From an optimization exercise on the open Yosys and OpenROAD flow, aimed at small area, a short achievable clock period and few clock cycles per item; shortcuts taken in it are not production practice.
Only the layout flow was run in this run; the RTL was not checked for function there.
Power and IR drop assume default switching activity.

[config.mk]
export PLATFORM = sky130hd
export DESIGN_NAME = floor_cast_texel_generator
export DESIGN_NICKNAME = floor_cast_texel_generator
export VERILOG_FILES = /design/flow/design.v
export SDC_FILE = /design/flow/constraint.sdc
export NUM_CORES = 4
export LEC_CHECK = 0
export CAP_MARGIN = 20
export CORE_MARGIN = 2
export CORE_UTILIZATION = 40
export SLEW_MARGIN = 20
[constraint.sdc]
create_clock -name core_clock -period 10.0 [get_ports {clk}]
set_input_delay 2.0000 -clock core_clock [delete_from_list [all_inputs] [get_ports {clk}]]
set_output_delay 2.0000 -clock core_clock [all_outputs]
set_load 0.01 [all_outputs]
[design.v]
package fctg_pkg;
  localparam int SCREEN_W  = 640;
  localparam int SCREEN_H  = 480;
  localparam int TEX_W     = 64;
  localparam int TEX_H     = 64;
  localparam int FRAC_BITS = 16;
  localparam int ROW_W      = 9;
  localparam int COL_W      = 10;
  localparam int TEX_X_W    = $clog2(TEX_W);
  localparam int TEX_Y_W    = $clog2(TEX_H);
  localparam int SHADE_W    = 9;
  localparam int CFG_IDX_W  = 3;
  localparam int CFG_DATA_W = 24;
  localparam int VEC_W      = 18;
  localparam int CAM_W      = 24;
  localparam int WORLD_W    = 40;
  localparam int HALF_H   = SCREEN_H / 2;
  localparam int DIST_SAT = HALF_H << FRAC_BITS;
  localparam int DIST_W   = 24;
  localparam int DIV_N_W   = 24;
  localparam int DIV_D_W   = 9;
  localparam int DIV_CNT_W = $clog2(DIV_N_W + 1);
  localparam int MUL_A_W = DIST_W + 1;
  localparam int MUL_B_W = 24;
  localparam int MUL_P_W = MUL_A_W + MUL_B_W;
  localparam int SW_SHIFT         = 7;
  localparam int SW_ODD           = SCREEN_W >> SW_SHIFT;
  localparam int STEP_SHIFT       = FRAC_BITS + SW_SHIFT;
  localparam int STEP_OFS_EXP     = 19;
  localparam int STEP_OFS         = 1 << STEP_OFS_EXP;
  localparam int STEP_BIAS        = SW_ODD << STEP_OFS_EXP;
  localparam int STEP_RECIP_SHIFT = 25;
  localparam int STEP_RECIP       = ((1 << STEP_RECIP_SHIFT) + SW_ODD - 1) / SW_ODD;
  localparam int SHADE_K       = 1966;
  localparam int SHADE_MIN     = 77;
  localparam int SHADE_ONE     = 256;
  localparam int SHADE_SHIFT   = FRAC_BITS + 8;
  localparam int SHADE_MAX_DIM = SHADE_ONE - SHADE_MIN;
  localparam int DIR_X_RST   = 1 << FRAC_BITS;
  localparam int PLANE_Y_RST = 43254;
  typedef enum logic [CFG_IDX_W-1:0] {
    CFG_DIR_X,
    CFG_DIR_Y,
    CFG_PLANE_X,
    CFG_PLANE_Y,
    CFG_CAM_X,
    CFG_CAM_Y
  } cfg_idx_t;
  typedef struct packed {
    logic               start;
    logic [DIV_N_W-1:0] dividend;
    logic [DIV_D_W-1:0] divisor;
  } div_req_t;
  typedef struct packed {
    logic               done;
    logic [DIV_N_W-1:0] quotient;
  } div_rsp_t;
endpackage
import fctg_pkg::*;
module floor_cast_texel_generator (
  input  logic               clk,
  input  logic               rst,
  input  logic               pixel_valid,
  output logic               pixel_ready,
  input  logic [ROW_W-1:0]   pixel_row,
  input  logic [COL_W-1:0]   pixel_column,
  output logic               texel_valid,
  input  logic               texel_ready,
  output logic [ROW_W-1:0]   texel_out_row,
  output logic [COL_W-1:0]   texel_out_column,
  output logic [TEX_X_W-1:0] texel_tex_x,
  output logic [TEX_Y_W-1:0] texel_tex_y,
  output logic [SHADE_W-1:0] texel_shade,
  output logic               texel_is_floor,
  input  logic                  cfg_valid,
  output logic                  cfg_ready,
  input  logic [CFG_IDX_W-1:0]  cfg_index,
  input  logic [CFG_DATA_W-1:0] cfg_data
);
  localparam logic [2:0] PH_DIV = 3'd0;
  localparam logic [2:0] PH_SX  = 3'd1;
  localparam logic [2:0] PH_SY  = 3'd2;
  localparam logic [2:0] PH_WX  = 3'd3;
  localparam logic [2:0] PH_WY  = 3'd4;
  localparam logic [2:0] PH_SH  = 3'd5;
  logic signed [17:0] dir_x, dir_y, plane_x, plane_y;
  logic [15:0]        cam_x, cam_y;
  logic [15:0] wx, wy, sx, sy;
  logic [8:0]  shade;
  logic        pv, pw;
  logic [8:0]  p_row;
  logic [9:0]  p_col;
  logic        ov;
  logic [8:0]  o_row;
  logic [9:0]  o_col;
  logic [5:0]  o_tx, o_ty;
  logic [8:0]  o_shade;
  logic        o_floor;
  logic [2:0]  ph;
  logic [4:0]  cnt;
  logic [23:0] dq;
  logic [8:0]  rem;
  logic [27:0] acc;
  logic [2:0]  r5;
  logic        mb;
  logic out_free, acc_px, in_c0f, move, load_out;
  logic [8:0] s_row;
  logic [9:0] s_col;
  logic       s_floor;
  assign pixel_ready = ~pv;
  assign cfg_ready   = 1'b1;
  assign out_free    = ~ov | texel_ready;
  assign acc_px      = pixel_valid & ~pv;
  assign in_c0f      = (pixel_row >= 9'd240) & (pixel_column == 10'd0);
  assign move        = pv & ~pw & out_free;
  assign load_out    = move | (acc_px & ~in_c0f & out_free);
  assign s_row       = pv ? p_row : pixel_row;
  assign s_col       = pv ? p_col : pixel_column;
  assign s_floor     = s_row >= 9'd240;
  logic [8:0]  v, vd;
  logic [9:0]  trial, tdiff;
  logic        fits;
  logic [4:0]  bi;
  logic        bpx, bpy, bdx, bdy, bp, bd, mdiff, mbit, neg, camsel;
  logic [28:0] e, addend, sum;
  logic [27:0] acc_n;
  logic [15:0] camv;
  logic        last;
  logic [10:0] k1966;
  logic [19:0] qu;
  logic        qs;
  logic [4:0]  r0t;
  logic [2:0]  r0;
  logic [3:0]  t5;
  logic        q5;
  logic [11:0] dim;
  logic [8:0]  shade_n;
  assign v     = p_row - 9'd240;
  assign vd    = (v == 9'd0) ? 9'd1 : v;
  assign trial = {rem, (cnt < 5'd4)};
  assign tdiff = trial - {1'b0, vd};
  assign fits  = trial >= {1'b0, vd};
  assign bi    = (cnt > 5'd17) ? 5'd17 : cnt;
  assign bpx   = plane_x[bi];
  assign bpy   = plane_y[bi];
  assign bdx   = dir_x[bi];
  assign bdy   = dir_y[bi];
  assign bp    = (ph == PH_SX || ph == PH_WX) ? bpx : bpy;
  assign bd    = (ph == PH_WX) ? bdx : bdy;
  assign mdiff = bd ^ bp ^ mb;
  assign k1966 = 11'd1966;
  always_comb begin
    last   = 1'b0;
    mbit   = 1'b0;
    neg    = 1'b0;
    camsel = 1'b0;
    unique case (ph)
      PH_DIV: last = (cnt == 5'd23);
      PH_SX, PH_SY: begin
        last = (cnt == 5'd17);
        mbit = bp;
        neg  = (cnt == 5'd17);
      end
      PH_WX, PH_WY: begin
        last   = (cnt == 5'd19);
        mbit   = (cnt != 5'd19) & mdiff;
        neg    = (cnt == 5'd18);
        camsel = (cnt == 5'd19);
      end
      PH_SH: begin
        last = (cnt == 5'd10);
        mbit = k1966[cnt[3:0]];
      end
      default: ;
    endcase
  end
  assign camv   = (ph == PH_WX) ? cam_x : cam_y;
  assign e      = {2'b00, dq, 3'b000};
  assign addend = mbit ? (neg ? ~e : e) : (camsel ? {13'd0, camv} : 29'd0);
  assign sum    = {acc[27], acc} + addend + {28'd0, mbit & neg};
  assign acc_n  = sum[28:1];
  assign qu  = acc_n[26:7];
  assign qs  = acc_n[27];
  assign r0t = {1'b0, qu[19:16]} + (qs ? 5'd4 : 5'd0);
  assign r0  = (r0t >= 5'd15) ? 3'(r0t - 5'd15) :
               (r0t >= 5'd10) ? 3'(r0t - 5'd10) :
               (r0t >= 5'd5)  ? 3'(r0t - 5'd5)  : r0t[2:0];
  assign t5 = {r5, (ph == PH_SY) ? sx[15] : sy[15]};
  assign q5 = t5 >= 4'd5;
  assign dim     = acc_n[27:16];
  assign shade_n = (dim > 12'd179) ? 9'd77 : 9'(12'd256 - dim);
  always_ff @(posedge clk) begin
    if (rst) begin
      pv      <= 1'b0;
      pw      <= 1'b0;
      ov      <= 1'b0;
      dir_x   <= 18'sd65536;
      dir_y   <= '0;
      plane_x <= '0;
      plane_y <= 18'sd43254;
      cam_x   <= '0;
      cam_y   <= '0;
      wx      <= '0;
      wy      <= '0;
      sx      <= '0;
      sy      <= '0;
      shade   <= 9'd256;
    end else begin
      if (cfg_valid) begin
        unique case (cfg_index)
          3'd0: dir_x   <= cfg_data[17:0];
          3'd1: dir_y   <= cfg_data[17:0];
          3'd2: plane_x <= cfg_data[17:0];
          3'd3: plane_y <= cfg_data[17:0];
          3'd4: cam_x   <= cfg_data[15:0];
          3'd5: cam_y   <= cfg_data[15:0];
          default: ;
        endcase
      end
      if (load_out) begin
        ov      <= 1'b1;
        o_row   <= s_row;
        o_col   <= s_col;
        o_floor <= s_floor;
        o_tx    <= s_floor ? wx[15:10] : 6'd0;
        o_ty    <= s_floor ? wy[15:10] : 6'd0;
        o_shade <= s_floor ? shade : 9'd0;
        if (s_floor) begin
          wx <= wx + sx;
          wy <= wy + sy;
        end
      end else if (texel_ready) begin
        ov <= 1'b0;
      end
      if (move) begin
        pv <= 1'b0;
      end else if (acc_px & (in_c0f | ~out_free)) begin
        pv    <= 1'b1;
        pw    <= in_c0f;
        p_row <= pixel_row;
        p_col <= pixel_column;
      end
      if (pw) begin
        cnt <= last ? 5'd0 : cnt + 5'd1;
        unique case (ph)
          PH_DIV: begin
            rem <= fits ? tdiff[8:0] : trial[8:0];
            dq  <= {dq[22:0], fits};
            acc <= '0;
            mb  <= 1'b0;
            if (last) ph <= PH_SX;
          end
          PH_SX: begin
            acc <= last ? 28'd0 : acc_n;
            if (last) begin
              sx <= qu[15:0];
              r5 <= r0;
              ph <= PH_SY;
            end
          end
          PH_SY: begin
            acc <= last ? 28'd0 : acc_n;
            if (cnt < 5'd16) begin
              r5 <= q5 ? 3'(t5 - 4'd5) : t5[2:0];
              sx <= {sx[14:0], q5};
            end
            if (last) begin
              sy <= qu[15:0];
              r5 <= r0;
              ph <= PH_WX;
            end
          end
          PH_WX, PH_WY: begin
            acc <= last ? 28'd0 : acc_n;
            mb  <= last ? 1'b0 : ((~bd & bp) | (~(bd ^ bp) & mb));
            if (ph == PH_WX && cnt < 5'd16) begin
              r5 <= q5 ? 3'(t5 - 4'd5) : t5[2:0];
              sy <= {sy[14:0], q5};
            end
            if (last) begin
              if (ph == PH_WX) begin
                wx <= sum[15:0];
                ph <= PH_WY;
              end else begin
                wy <= sum[15:0];
                ph <= PH_SH;
              end
            end
          end
          PH_SH: begin
            acc <= acc_n;
            if (last) begin
              shade <= shade_n;
              pw    <= 1'b0;
            end
          end
          default: ;
        endcase
      end else begin
        ph  <= PH_DIV;
        cnt <= 5'd0;
        rem <= '0;
      end
    end
  end
  assign texel_valid      = ov;
  assign texel_out_row    = o_row;
  assign texel_out_column = o_col;
  assign texel_tex_x      = o_tx;
  assign texel_tex_y      = o_ty;
  assign texel_shade      = o_shade;
  assign texel_is_floor   = o_floor;
endmodule
[run.sh]
#!/bin/bash
# synth_recipe.tcl (not shown) runs the flow's synth.tcl, then flattens the netlist and writes it again
# the make line also repeats each setting of config.mk as NAME=value (left out here)
make -C /OpenROAD-flow-scripts/flow DESIGN_CONFIG=/design/flow/config.mk WORK_HOME=/design/flow/orfs CLKGATE_MAP_FILE= SYNTH_SCRIPT=/design/flow/synth_recipe.tcl finish
==> summary.txt <==
[kinds of logic after synthesis]
logic type / after synthesis
simple gates: 695
other cells: 1
buf+inv: 167
xor+xnor: 83
compound gates: 465
flops: 313
fa+ha+maj: 91
mux: 80
[routing by layer]
layer / part of all wire / wire (µm)
met5: 0 / 0
met4: 0.035 / 1589
met3: 0.050 / 2275
met2: 0.46 / 21110
met1: 0.45 / 20620
[state kept, by name, indices dropped and copies added, names as in the netlist, 18 cells and up]
| name | count |
|---|---|
| acc | 28 |
| dir_x | 18 |
| dir_y | 18 |
| dq | 24 |
| plane_x | 18 |
| plane_y | 18 |
[worst paths after layout]
path,startpoint,endpoint,slack [ns],depth (start not counted)
setup / recovery,cnt[1],r5[0],0.79,35
hold / removal,plane_y[17],plane_y[17],0.45,2
setup reg to reg,cnt[1],r5[0],0.79,35
hold reg to reg,plane_y[17],plane_y[17],0.45,2
[power breakdown]
| group | total, W | switching (W) | internal, W |
|---|---|---|---|
| combinational | 0.000324 | 0.000203 | 0.000121 |
| sequential | 0.00137 | 0.0000108 | 0.00135 |
| clock | 0.00140 | 0.000565 | 0.000832 |
[placed cells by master (no fill, tap or decap), types with 5 or more instances in the layout]
cell type | netlist | routed
inv_1 | 59 | 59
ha_1 | 86 | 86
nor2_1 | 145 | 143
fa_1 | 5 | 5
nand3_1 | 37 | 36
xnor2_1 | 55 | 55
nor4_1 | 8 | 7
clkbuf_16 | 0 | 41
edfxtp_1 | 133 | 133
a21o_1 | 35 | 35
clkdlybuf4s50_1 | 0 | 86
o211ai_1 | 18 | 18
xor2_1 | 28 | 28
nand2b_1 | 20 | 20
a21boi_0 | 9 | 9
nand4_1 | 6 | 6
mux4_2 | 14 | 14
dfxtp_1 | 180 | 180
clkinv_2 | 0 | 6
mux2_2 | 16 | 16
nor2b_1 | 38 | 37
and3_1 | 9 | 9
o21a_1 | 9 | 9
or2_2 | 5 | 5
nor3_1 | 33 | 33
a211oi_1 | 51 | 51
o22ai_1 | 17 | 17
buf_4 | 5 | 30
o21ai_0 | 81 | 81
or3_1 | 12 | 12
a311oi_1 | 10 | 10
and2_1 | 30 | 30
mux2i_1 | 49 | 49
a21oi_1 | 163 | 162
o41ai_1 | 6 | 5
nand2_1 | 327 | 327
[final cells by class]
type                    instances  area share
flip-flops and latches        313      0.3778
clock inverters                19    0.009270
repair buffers                117     0.05537
well taps                     585     0.03639
multi-input cells            1415      0.4551
clock buffers                  49     0.05450
inverters                      62     0.01157
[worst min-delay path, stage by stage (launching register included)]
cell and delay (ns):
dfxtp_1 0.30, nand2_1 0.05, a21oi_1 0.05
[stage by stage]
step	utilization	cells	total power (W)	area [µm²]	setup slack [ns]
finish	0.4679	2560	0.003087	20110	0.7921
global route	0.4679	2560	0.003209	20110	0.1906
CTS	0.4669	2559	0.003121	20070	0.5545
detailed placement	0.4371	2491	0.001713	18790	0.5881
global placement	0.4370	2491	0.001708	18780	0.6296
floorplan	-	1895	0.001591	17360	1.878
==> summary.txt <==
* Insertion delay to the later sink of the worst-skew pair at 0.57 ns
* Cell leakage power at 7.602 nW
* Distinct cells, synth at 88
* Pin count of the biggest net entering global routing at 96
* DIE HEIGHT at between 200 and 250 µm
* CTS sink count at 313
* Worst hold margin at 0.4490 ns
* Worst setup EP type: register
* Grt peak-use layer: met2
* Final setup fails at 0
* Pwr per Cell Area at 153.5 mW/mm²
* WL/cell at 17.81 µm
* Synth Area in Compound Gates at 0.1740
* Overflow after GRT at 0
* Vias/cell at approximately 5.5
* Sequential area share after synthesis at 0.4376
* Met2 Use GR at 0.3403
* GRT met3 Usage at 0.02999
* RSZ-0062 raised after global routing: false
* # Post-CTS Setup Buffers at 0
* Worst path slowest cell: edfxtp_1
* Syn_nets at 2037
* Synth cell count leaders: nand2_1 (327), dfxtp_1 (180), a21oi_1 (163)
* Synth area leaders: edfxtp_1 (23%), dfxtp_1 (21%), nand2_1 (7.1%)
* Final hold violation count at 0
* Ys Warns at 1
* Top Ports at 95
* Worst rel slew slack at 0.1659
* Via Count at 14030
* Peak Freq at 0.1086 GHz
* Simple logic cell fraction of the synthesized area at 0.1822
* Area occupied by registers at 0.007597 mm²
* Post-layout nets at 2088
* CTS buffer count at 37
* Top-count cell post-synth: nand2_1
* Max stage delay on crit path at 0.53 ns
* Remaining DRCs at 0
* First-pass GRT wire length at 73.37 mm
* Hold Crit Class: register to register
* CTS max path bufs at 3
* RD Place Congestion at 0.8571
* CP max FO at 10
* Number of synthesized flops with an enable pin at 133
* Setup Total Neg Slack at 0 ns
* Hold Buf Count CTS at 0
* Core area at about 0.043 mm²
* Synth top area share at 0.2300
* Max_cap viols at 0
* Post-Synth Adder-Cell Area at 0.06774
* Cell count after synthesis at ~1900
* Max VDD drop at 0.1026 mV
* Syn avg cell area at between 9 and 10 µm²
* Clock Skew at between 0.03 and 0.04 ns
* Die X at 212.3 µm
* Initial DRC count at 938
* Crit path max-delay family: compound AO/OA/AOI/OAI gates
* Register bit total from synthesis at 313
* Cell accounting for the most synthesized area: edfxtp_1
* Most Frequent Cell on Critical Path: o21ai_0
* PortBufs at 87
* Post_cts resized at 0
* Routed WL at ~46 mm
* GRT Util Overall at 0.2045
* Worst Path Class, Setup: register to register
* Status: timing/DRC/antenna clean
* Worst-path clk slew at 0.06 ns
* Largest family of logic cells by synthesized area: simple AND/OR/NAND/NOR gates
* Crit path launch type: register
* Met1 Usage GRT at 0.2666
* Area of the multi-input gates at approximately 0.0092 mm²
* Post-synth top flop: dfxtp_1
* Synth Cell Area at between 0.015 and 0.02 mm²
* Row cnt at 76
* Drt pass-1 iters at 5
* Mux contribution to synthesized area at 0.05830
* # H-tree levels at 2
* Root buffer cell: clkbuf_16
* Critical path required time at between 10 and 15 ns
* Post-synthesis async set-or-reset flop share at 0
* DP Wirelength at between 30 and 40 mm
* Antenna Cells at 0
* Layout area overhead at 15.84%
* Slew @ Worst Pin at around 1.2 ns
* CTS tree: done
* Fillers at 4203
* Antenna Nets Post-Route at 0
* Max Slew Vio Count at 0
* Final period util at 0.9208
* Arrival @ worst endpoint at 9.58 ns
* Vias in the first global route at roughly 13000
* Die Area at 0.04509 mm²
* WP buf/inv at 2
* Antenna violations before repair at 0
* Initial Util at 0.4039
* Crit path time final at 9.208 ns
* Layout cells sized above 1 at 0.08000
* Post-Synth XOR/XNOR Area at 0.04187

static timing again, ports no longer ideal:
No port has a modelled driver above. Below, the same layout with a new extraction and two added sets of constraints. Step 1 assumes that a clkbuf_16 drives the clock port and a buf_2 every other input. Step 2 moves the port delays by t, midway between the first and last clock arrival at a register: inputs arrive t later, outputs are due t later. That takes back most of the time a late clock gives input paths. Three values: ideal, step 1, step 2; two values: the first two.
t (ns): 0.607
setup WS [ns]: 0.792 / 0.792 / 0.792
hold WS [ns]: 0.449 / 0.449 / 0.449
worst slew at a driven data input, ns: 0.04
After both steps this run still meets setup and hold. For this run, drivers alone change the setup slack by 0.000 ns; drivers and shift together by 0.000 ns.
